From an optimization exercise on the open Yosys and OpenROAD flow, aimed at small area, a short achievable clock period and few clock cycles per item; shortcuts taken in it are not production practice.
RTL that was checked went through simulation tests only; none was proved equivalent to the original.
Power and IR drop assume default switching activity.

==> inputs of build 52 <==
==> flow/design.v (excerpt) <==
module dxt1_dxt5_block_decoder_core #(
    parameter int MAX_DIMENSION = 4096
) (
    input  logic         i_clk,
    input  logic         i_rst_n,
    input  logic         i_cfg_valid,
    output logic         o_cfg_ready,
    input  logic [1:0]   i_cfg_index,
    input  logic [12:0]  i_cfg_data,
    input  logic         s_axis_tvalid,
    output logic         s_axis_tready,
    input  logic [127:0] s_axis_tdata,    
    output logic         m_axis_tvalid,
    input  logic         m_axis_tready,
    output logic [55:0]  m_axis_tdata,    
    output logic         m_axis_tlast,
    output logic [0:0]   m_axis_tuser     
);
make LEC_CHECK=0 CAP_MARGIN=20 CORE_MARGIN=2 CORE_UTILIZATION=40 SETUP_SLACK_MARGIN=5 SLEW_MARGIN=20 finish   # period 9.0 ns
run.sh (not shown) runs the stock make flow with config.mk's settings and CLKGATE_MAP_FILE= SYNTH_SCRIPT=/design/flow/synth_recipe.tcl, a recipe that flattens the netlist after the stock synthesis.
==> build 79 (differences from build 52) <==
--- a/flow/design.v
+++ b/flow/design.v
@@ -55,22 +55,25 @@
             blkdim = {1'b0, v[11:2]};
         end
     endfunction
     function automatic logic [23:0] expand565(input logic [15:0] v);
         expand565 = {v[4:0], v[4:2], v[10:5], v[10:9], v[15:11], v[15:13]};
     endfunction
     function automatic logic [7:0] div3(input logic [9:0] n);
-        logic [1:0] r;
-        logic [3:0] t;
+        logic r1, r0, t1, t0, b;
         logic [9:0] q;
-        r = 2'd0;
-        for (int i = 4; i >= 0; i--) begin
-            t = st3({r, n[2*i +: 2]});
-            q[2*i +: 2] = t[3:2];
-            r = t[1:0];
+        r1 = 1'b0;
+        r0 = 1'b0;
+        for (int i = 9; i >= 0; i--) begin
+            b    = n[i];
+            q[i] = r1 | (r0 & b);
+            t1   = (r0 & !b) | (r1 & b);
+            t0   = (!r1 & !r0 & b) | (r1 & !b);
+            r1   = t1;
+            r0   = t0;
         end
         div3 = q[7:0];
     endfunction
     function automatic logic [8:0] divmod57(input logic [7:0] d, input logic seven);
         logic [2:0] r7, r5;
         logic [3:0] s;
         logic [7:0] q7, q5;
@@ -257,35 +260,14 @@
             4'd12: st5 = 4'd0;
             4'd13: st5 = 4'd0;
             4'd14: st5 = 4'd0;
             4'd15: st5 = 4'd0;
             default: st5 = 4'd0;
         endcase
     endfunction
-    function automatic logic [3:0] st3(input logic [3:0] v);
-        case (v)
-            4'd0: st3 = 4'd0;
-            4'd1: st3 = 4'd1;
-            4'd2: st3 = 4'd2;
-            4'd3: st3 = 4'd4;
-            4'd4: st3 = 4'd5;
-            4'd5: st3 = 4'd6;
-            4'd6: st3 = 4'd8;
-            4'd7: st3 = 4'd9;
-            4'd8: st3 = 4'd10;
-            4'd9: st3 = 4'd12;
-            4'd10: st3 = 4'd13;
-            4'd11: st3 = 4'd14;
-            4'd12: st3 = 4'd0;
-            4'd13: st3 = 4'd0;
-            4'd14: st3 = 4'd0;
-            4'd15: st3 = 4'd0;
-            default: st3 = 4'd0;
-        endcase
-    endfunction
     logic        r_fmt;
     logic [10:0] r_bw, r_bh;
     assign o_cfg_ready = 1'b1;
     always_ff @(posedge i_clk) begin
         if (!i_rst_n) begin
             r_fmt <= 1'b0;
             r_bw  <= 11'd1;
@@ -293,79 +275,64 @@
         end else if (i_cfg_valid) begin
             if (i_cfg_index == 2'd0) r_fmt <= i_cfg_data[0];
             if (i_cfg_index == 2'd1) r_bw  <= blkdim(i_cfg_data);
             if (i_cfg_index == 2'd2) r_bh  <= blkdim(i_cfg_data);
         end
     end
     logic [9:0]   r_col, r_row;
-    logic [21:0]  r_bb;            
+    logic [19:0]  r_rbq;           
     logic         r_busy;          
     logic [3:0]   r_it;
     logic         r_rdy;           
     logic         r_bv;            
     logic [63:0]  r_lo, r_hi;
     logic         r_bfmt;
     logic [10:0]  r_bbw;
     logic         r_lc, r_lr;
     logic [7:0]   r_bad;           
     logic         r_bseven;        
     logic [3:0]   r_k;             
-    logic [1:0]   r_nci;           
-    logic [2:0]   r_nai;           
     logic         r_cv;
     logic [29:0]  r_cn;            
     logic         r_cfour;
     logic [2:0]   r_cj;            
     logic [1:0]   r_cam;           
     logic         r_pseven;
     logic [7:0]   r_pa0;           
     logic [5:0]   r_pq;
     logic [2:0]   r_pr;
     logic         r_ov;
     logic [31:0]  r_rgba;
     logic [21:0]  r_idx;
     logic [3:0]   r_ok;            
     logic         r_blast;         
-    logic w_acc, w_go, w_sel, w_first, w_pend, w_wwrite, w_bset, w_step, w_nrow;
+    logic w_acc, w_go, w_sel, w_first, w_pend, w_wwrite, w_bset, w_step;
     logic w_bv_n, w_busy_n;
-    logic [21:0] w_aug, w_add, w_sum;
-    logic [11:0] w_rm;
+    logic [19:0] w_aug, w_add, w_sum;
     logic [10:0] w_col1, w_row1;
     assign w_acc    = s_axis_tvalid && r_rdy;
     assign w_go     = r_cv && (!r_ov || m_axis_tready);
     assign w_sel    = r_bv && (!r_cv || w_go);
     assign w_first  = w_go && (r_ok == 4'd0);
     assign w_pend   = (r_bv && r_k == 4'd0) || (r_cv && r_ok == 4'd0);
     assign w_wwrite = i_cfg_valid && (i_cfg_index == 2'd1);
-    assign w_nrow   = w_first && r_lc && !r_lr;
-    assign w_bset   = (w_wwrite && ((r_row != 10'd0) || r_bv || r_cv || w_acc)) || w_nrow;
+    assign w_bset   = w_wwrite && ((r_row != 10'd0) || r_bv || r_cv || w_acc);
     assign w_step   = r_busy && !w_pend;
     assign w_col1 = {1'b0, r_col} + 11'd1;
     assign w_row1 = {1'b0, r_row} + 11'd1;
-    assign w_rm  = {r_row, 2'b00};
-    always_comb begin
-        if (!w_step) begin
-            w_aug = r_bb;
-            w_add = 22'd1;
-        end else if (r_it == 4'd12) begin
-            w_aug = r_bb;
-            w_add = 22'(r_col);
-        end else begin
-            w_aug = (r_it == 4'd0) ? 22'd0 : {r_bb[20:0], 1'b0};
-            w_add = w_rm[4'd11 - r_it] ? 22'(r_bw) : 22'd0;
-        end
-    end
+    assign w_aug = w_step ? {r_rbq[18:0], 1'b0} : r_rbq;
+    assign w_add = w_step ? ((r_it != 4'd10 && r_row[r_it]) ? 20'(r_bw) : 20'd0) : 20'(r_bbw);
     assign w_sum = w_aug + w_add;
     assign w_bv_n   = w_acc ? 1'b1 : (w_sel && r_k == 4'd15) ? 1'b0 : r_bv;
-    assign w_busy_n = w_bset ? 1'b1 : (w_step && r_it == 4'd12) ? 1'b0 : r_busy;
+    assign w_busy_n = w_bset ? 1'b1 : (w_step && r_it == 4'd0) ? 1'b0 : r_busy;
     always_ff @(posedge i_clk) begin
         if (!i_rst_n) begin
             r_col  <= 10'd0;
             r_row  <= 10'd0;
-            r_bb   <= 22'd0;
+            r_rbq  <= 20'd0;
             r_busy <= 1'b0;
             r_it   <= 4'd0;
             r_rdy  <= 1'b1;
             r_bv   <= 1'b0;
             r_k    <= 4'd0;
             r_cv   <= 1'b0;
             r_ok   <= 4'd0;
@@ -375,31 +342,31 @@
             r_busy <= w_busy_n;
             r_rdy  <= !w_bv_n && !w_busy_n;
             if (w_sel) r_k <= r_k + 4'd1;
             r_cv <= w_sel || (r_cv && !w_go);
             if (w_go) r_ok <= r_ok + 4'd1;
             r_ov <= w_go || (r_ov && !m_axis_tready);
             if (w_bset) begin
-                r_it <= 4'd0;
+                r_it <= 4'd10;
             end else if (w_step) begin
-                r_it <= r_it + 4'd1;
-                r_bb <= w_sum;
+                r_it <= r_it - 4'd1;
+                r_rbq <= (r_it == 4'd10) ? 20'd0 : w_sum;
             end
             if (w_first) begin
                 if (r_lc) begin
                     r_col <= 10'd0;
                     if (r_lr) begin
                         r_row <= 10'd0;
-                        r_bb  <= 22'd0;
+                        r_rbq <= 20'd0;
                     end else begin
                         r_row <= w_row1[9:0];
+                        r_rbq <= w_sum;
                     end
                 end else begin
                     r_col <= w_col1[9:0];
-                    r_bb  <= w_sum;
                 end
             end
         end
     end
     logic [7:0] w_ia0, w_ia1;
     assign w_ia0 = s_axis_tdata[7:0];
     assign w_ia1 = s_axis_tdata[15:8];
@@ -411,25 +378,14 @@
             r_bbw    <= r_bw;
             r_lc     <= (w_col1 >= r_bw);
             r_lr     <= (w_row1 >= r_bh);
             r_bseven <= (w_ia0 > w_ia1);
             r_bad    <= (w_ia0 > w_ia1) ? (w_ia0 - w_ia1) : (w_ia1 - w_ia0);
         end
     end
-    logic [3:0] w_k1;
-    assign w_k1 = r_k + 4'd1;
-    always_ff @(posedge i_clk) begin
-        if (r_rdy) begin
-            r_nci <= r_fmt ? s_axis_tdata[97:96] : s_axis_tdata[33:32];
-            r_nai <= s_axis_tdata[18:16];
-        end else if (w_sel) begin
-            r_nci <= r_bfmt ? r_hi[32 + 2 * w_k1 +: 2] : r_lo[32 + 2 * w_k1 +: 2];
-            r_nai <= r_lo[16 + 3 * w_k1 +: 3];
-        end
-    end
     logic [63:0] w_cw;
     logic [15:0] w_c0, w_c1;
     logic [23:0] w_e0, w_e1;
     logic [1:0]  w_ci;
     logic [2:0]  w_ai;
     logic        w_four, w_zero, w_sx, w_sy;
     logic [7:0]  w_ex, w_ey;
@@ -438,16 +394,16 @@
     logic [1:0]  w_am;
     always_comb begin
         w_cw   = r_bfmt ? r_hi : r_lo;
         w_c0   = w_cw[15:0];
         w_c1   = w_cw[31:16];
         w_e0   = expand565(w_c0);
         w_e1   = expand565(w_c1);
-        w_ci   = r_nci;
-        w_ai   = r_nai;
+        w_ci   = w_cw[32 + 2 * r_k +: 2];
+        w_ai   = r_lo[16 + 3 * r_k +: 3];
         w_four = r_bfmt || (w_c0 > w_c1);
         w_zero = !w_four && (w_ci == 2'd3);
         w_sx   = w_ci[0];
         w_sy   = w_ci[0] ^ w_ci[1];
         for (int ch = 0; ch < 3; ch++) begin
             w_ex = w_sx ? w_e1[ch*8 +: 8] : w_e0[ch*8 +: 8];
             w_ey = w_sy ? w_e1[ch*8 +: 8] : w_e0[ch*8 +: 8];
@@ -506,15 +462,15 @@
             default: w_alpha = r_pseven ? ~w_z : w_z;
         endcase
     end
     always_ff @(posedge i_clk) begin
         if (w_go) begin
             r_rgba <= {w_alpha, w_rgb};
             if (r_ok == 4'd0) begin
-                r_idx   <= r_bb;
+                r_idx   <= {r_rbq, 2'b00} + 22'(r_col);
                 r_blast <= r_lc && r_lr;
             end else if (r_ok[1:0] == 2'd0) begin
                 r_idx <= r_idx + 22'(r_bbw);
             end
         end
     end
     assign s_axis_tready = r_rdy;
--- a/flow/config.mk
+++ b/flow/config.mk
@@ -4,9 +4,8 @@
 export VERILOG_FILES = /design/flow/design.v
 export SDC_FILE = /design/flow/constraint.sdc
 export NUM_CORES = 4
 export LEC_CHECK = 0
 export CAP_MARGIN = 20
 export CORE_MARGIN = 2
 export CORE_UTILIZATION = 40
-export SETUP_SLACK_MARGIN = 5
 export SLEW_MARGIN = 20
==> build 21 (differences from build 52) <==
--- a/flow/design.v
+++ b/flow/design.v
@@ -321,27 +321,31 @@
     logic [5:0]   r_pq;
     logic [2:0]   r_pr;
     logic         r_ov;
     logic [31:0]  r_rgba;
     logic [21:0]  r_idx;
     logic [3:0]   r_ok;            
     logic         r_blast;         
-    logic w_acc, w_go, w_sel, w_first, w_pend, w_wwrite, w_bset, w_step, w_nrow;
+    logic         r_olast, r_ouser;
+    logic [1:0]   r_oklo;          
+    logic         r_upd;           
+    logic w_acc, w_go, w_sel, w_first, w_pend, w_wwrite, w_bset, w_step, w_nrow, w_upd;
     logic w_bv_n, w_busy_n;
     logic [21:0] w_aug, w_add, w_sum;
     logic [11:0] w_rm;
     logic [10:0] w_col1, w_row1;
     assign w_acc    = s_axis_tvalid && r_rdy;
     assign w_go     = r_cv && (!r_ov || m_axis_tready);
     assign w_sel    = r_bv && (!r_cv || w_go);
     assign w_first  = w_go && (r_ok == 4'd0);
-    assign w_pend   = (r_bv && r_k == 4'd0) || (r_cv && r_ok == 4'd0);
+    assign w_upd    = r_upd;
+    assign w_pend   = (r_bv && r_k == 4'd0) || (r_cv && r_ok == 4'd0) || r_upd;
     assign w_wwrite = i_cfg_valid && (i_cfg_index == 2'd1);
-    assign w_nrow   = w_first && r_lc && !r_lr;
-    assign w_bset   = (w_wwrite && ((r_row != 10'd0) || r_bv || r_cv || w_acc)) || w_nrow;
+    assign w_nrow   = w_upd && r_lc && !r_lr;
+    assign w_bset   = (w_wwrite && ((r_row != 10'd0) || r_bv || r_cv || r_upd || w_acc)) || w_nrow;
     assign w_step   = r_busy && !w_pend;
     assign w_col1 = {1'b0, r_col} + 11'd1;
     assign w_row1 = {1'b0, r_row} + 11'd1;
     assign w_rm  = {r_row, 2'b00};
     always_comb begin
         if (!w_step) begin
             w_aug = r_bb;
@@ -366,29 +370,31 @@
             r_it   <= 4'd0;
             r_rdy  <= 1'b1;
             r_bv   <= 1'b0;
             r_k    <= 4'd0;
             r_cv   <= 1'b0;
             r_ok   <= 4'd0;
             r_ov   <= 1'b0;
+            r_upd  <= 1'b0;
         end else begin
+            r_upd  <= w_first;
             r_bv   <= w_bv_n;
             r_busy <= w_busy_n;
             r_rdy  <= !w_bv_n && !w_busy_n;
             if (w_sel) r_k <= r_k + 4'd1;
             r_cv <= w_sel || (r_cv && !w_go);
             if (w_go) r_ok <= r_ok + 4'd1;
             r_ov <= w_go || (r_ov && !m_axis_tready);
             if (w_bset) begin
                 r_it <= 4'd0;
             end else if (w_step) begin
                 r_it <= r_it + 4'd1;
                 r_bb <= w_sum;
             end
-            if (w_first) begin
+            if (w_upd) begin
                 if (r_lc) begin
                     r_col <= 10'd0;
                     if (r_lr) begin
                         r_row <= 10'd0;
                         r_bb  <= 22'd0;
                     end else begin
                         r_row <= w_row1[9:0];
@@ -488,38 +494,50 @@
                 r_pq     <= w_qr[8:3];
                 r_pr     <= w_qr[2:0];
             end
         end
     end
     logic [23:0] w_rgb;
     logic [2:0]  w_g;
-    logic [7:0]  w_z, w_alpha;
+    logic [7:0]  w_z, w_alpha, w_p0, w_p1, w_p2, w_s1, w_s2, w_s3;
+    logic [8:0]  w_y1, w_y2, w_y3;
     always_comb begin
         for (int ch = 0; ch < 3; ch++) begin
             w_rgb[ch*8 +: 8] = r_cfour ? div3(r_cn[ch*10 +: 10]) : r_cn[ch*10+1 +: 8];
         end
         w_g = galpha({r_pseven, r_cj, r_pr});
-        w_z = r_pa0 + (r_cj[0] ? 8'(r_pq) : 8'd0) + (r_cj[1] ? 8'({r_pq, 1'b0}) : 8'd0)
-            + (r_cj[2] ? 8'({r_pq, 2'b00}) : 8'd0) + 8'(w_g);
+        w_p0 = r_cj[0] ? 8'(r_pq) : 8'd0;
+        w_p1 = r_cj[1] ? 8'({r_pq, 1'b0}) : 8'd0;
+        w_p2 = r_cj[2] ? 8'({r_pq, 2'b00}) : 8'd0;
+        w_s1 = r_pa0 ^ w_p0 ^ w_p1;
+        w_y1 = {(r_pa0 & w_p0) | (r_pa0 & w_p1) | (w_p0 & w_p1), 1'b0};
+        w_s2 = w_s1 ^ w_y1[7:0] ^ w_p2;
+        w_y2 = {(w_s1 & w_y1[7:0]) | (w_s1 & w_p2) | (w_y1[7:0] & w_p2), 1'b0};
+        w_s3 = w_s2 ^ w_y2[7:0] ^ 8'(w_g);
+        w_y3 = {(w_s2 & w_y2[7:0]) | (w_s2 & 8'(w_g)) | (w_y2[7:0] & 8'(w_g)), 1'b0};
+        w_z  = w_s3 + w_y3[7:0];
         case (r_cam)
             AM_ZERO: w_alpha = 8'd0;
             AM_FULL: w_alpha = 8'd255;
             default: w_alpha = r_pseven ? ~w_z : w_z;
         endcase
     end
     always_ff @(posedge i_clk) begin
         if (w_go) begin
-            r_rgba <= {w_alpha, w_rgb};
+            r_rgba  <= {w_alpha, w_rgb};
+            r_olast <= (r_ok == 4'd15);
+            r_ouser <= (r_ok == 4'd15) && r_blast;
+            r_oklo  <= r_ok[1:0];
             if (r_ok == 4'd0) begin
                 r_idx   <= r_bb;
                 r_blast <= r_lc && r_lr;
             end else if (r_ok[1:0] == 2'd0) begin
                 r_idx <= r_idx + 22'(r_bbw);
             end
         end
     end
     assign s_axis_tready = r_rdy;
     assign m_axis_tvalid = r_ov;
-    assign m_axis_tdata  = {r_idx, r_ok[1:0] - 2'd1, r_rgba};
-    assign m_axis_tlast  = (r_ok == 4'd0);
-    assign m_axis_tuser  = (r_ok == 4'd0) && r_blast;
+    assign m_axis_tdata  = {r_idx, r_oklo, r_rgba};
+    assign m_axis_tlast  = r_olast;
+    assign m_axis_tuser  = r_ouser;
 endmodule
==> flow/flow/run.sh (new file) <==
#!/bin/bash
set -o pipefail
cat >> config.mk <<'CFG'
export SETUP_SLACK_MARGIN = 5.5
export BUFFER_PORTS_ARGS = -buffer_cell sky130_fd_sc_hd__buf_1
CFG
bash standard.sh > standard_run.log 2>&1
==> flow/standard.sh (new file) <==
#!/bin/bash
# synth_recipe.tcl (not shown) runs the flow's synth.tcl, then flattens the netlist and writes it again
# the make line also repeats each setting of config.mk as NAME=value (left out here)
make -C /OpenROAD-flow-scripts/flow DESIGN_CONFIG=/design/flow/config.mk WORK_HOME=/design/flow/orfs CLKGATE_MAP_FILE= SYNTH_SCRIPT=/design/flow/synth_recipe.tcl "${@:-finish}"
==> flow/config.mk (replaced) <==
export PLATFORM = sky130hd
export DESIGN_NAME = dxt1_dxt5_block_decoder_core
export DESIGN_NICKNAME = dxt1_dxt5_block_decoder_core
export VERILOG_FILES = /design/flow/design.v
export SDC_FILE = /design/flow/constraint.sdc
export NUM_CORES = 4
export LEC_CHECK = 0
export ABC_AREA = 1
export CAP_MARGIN = 20
export CORE_MARGIN = 2
export CORE_UTILIZATION = 40
export SLEW_MARGIN = 20
export SETUP_SLACK_MARGIN = 5.5
export BUFFER_PORTS_ARGS = -buffer_cell sky130_fd_sc_hd__buf_1
removed: flow/run.sh
==> comparison table <==
item	build 52	build 79	build 21
Status	no timing/DRC/antenna violations	no timing/DRC/antenna violations	no timing/DRC/antenna violations
Final cycle utilization of the critical path	49.9%	78.5%	40.0%
Post-Synthesis Net Count	2693	2710	3157
Overall global routing resource usage	19.8%	20.2%	21.9%
Number of antenna repair diodes	1	2	5
Adder-cell area share of the yosys netlist	12.7%	11.6%	12.8%
Sequential logic power	2.25 mW	2.23 mW	2.24 mW
Clk. pwr	1.84 mW	1.70 mW	1.68 mW
Synth-to-layout area growth	25.1%	17.8%	23.2%
Fraction of final layout cells with drive strength greater than 1	16.5%	6.79%	15.9%
Leakage power	11.4 nW	10.6 nW	12.0 nW
Layout clock buffers	51	51	57
Worst Min Path Start	r_bh[4]$_SDFFE_PN0P_	r_fmt$_SDFFE_PN0P_	r_bw[9]$_SDFFE_PN0P_
Share of total power consumed by net switching	37.4%	38.2%	42.9%
Post-layout minimum cycle time	4490 ps	7070 ps	3600 ps
Source-to-sink clock delay at the later pin of the worst-skew pair	590 ps	570 ps	600 ps
Seq/total area	33.1%	34.5%	34.0%
Syn avg cell area	10.0 um^2	9.81 um^2	8.36 um^2
Die Area	60100 um^2	59900 um^2	60100 um^2
Total design power	8.17 mW	7.39 mW	8.41 mW
Yosys top cell area share	34.2%	33.7%	34.7%
Data arrival time of the worst path	4810 ps	7430 ps	4070 ps
Depth of the critical timing path with buffers and inverters included	23	18	27
Top layer used by detailed routing	met5	met4	met5
Endpoint required time on the critical path	9330 ps	9370 ps	9470 ps
Seq cells	347	340	352
X dimension of the die	245 um	245 um	245 um
Testbench counts of build 52, summed over its fixed seeds: cycles 17,440, items 16,384.
For build 79 and build 21, only the layout was checked, not whether the RTL still works.

-- what the ideal ports hide --
The flow's constraints put no driver on any port. The routed layouts listed below were extracted and timed again, unchanged, in two steps. Step 1 assumes that a clkbuf_16 drives the clock port and a buf_2 every other input. Step 2 adds t to the input delays and takes it off the output delays; t is the mean of the earliest and latest rising clock arrival at the registers after step 1. Input paths then give back, and output paths get back, about the clock's delay inside the block. Three values: no drivers, after step 1, after step 2; two values: the first two.
run	t, ns	slack for setup (ns)	clock arrival spread, ns	worst slew at a driven data input, ns
build 52	0.639	4.513 / 4.513 / 4.491	0.028 / 0.027	0.11
build 79	0.619	1.934 / 1.934 / 1.934	0.025 / 0.025	0.15
build 21	0.639	5.398 / 5.398 / 4.981	0.041 / 0.042	0.10
After both steps setup and hold are still met in every run listed. For build 21, which loses most, drivers alone change the setup slack by 0.000 ns; drivers and shift together by -0.417 ns.
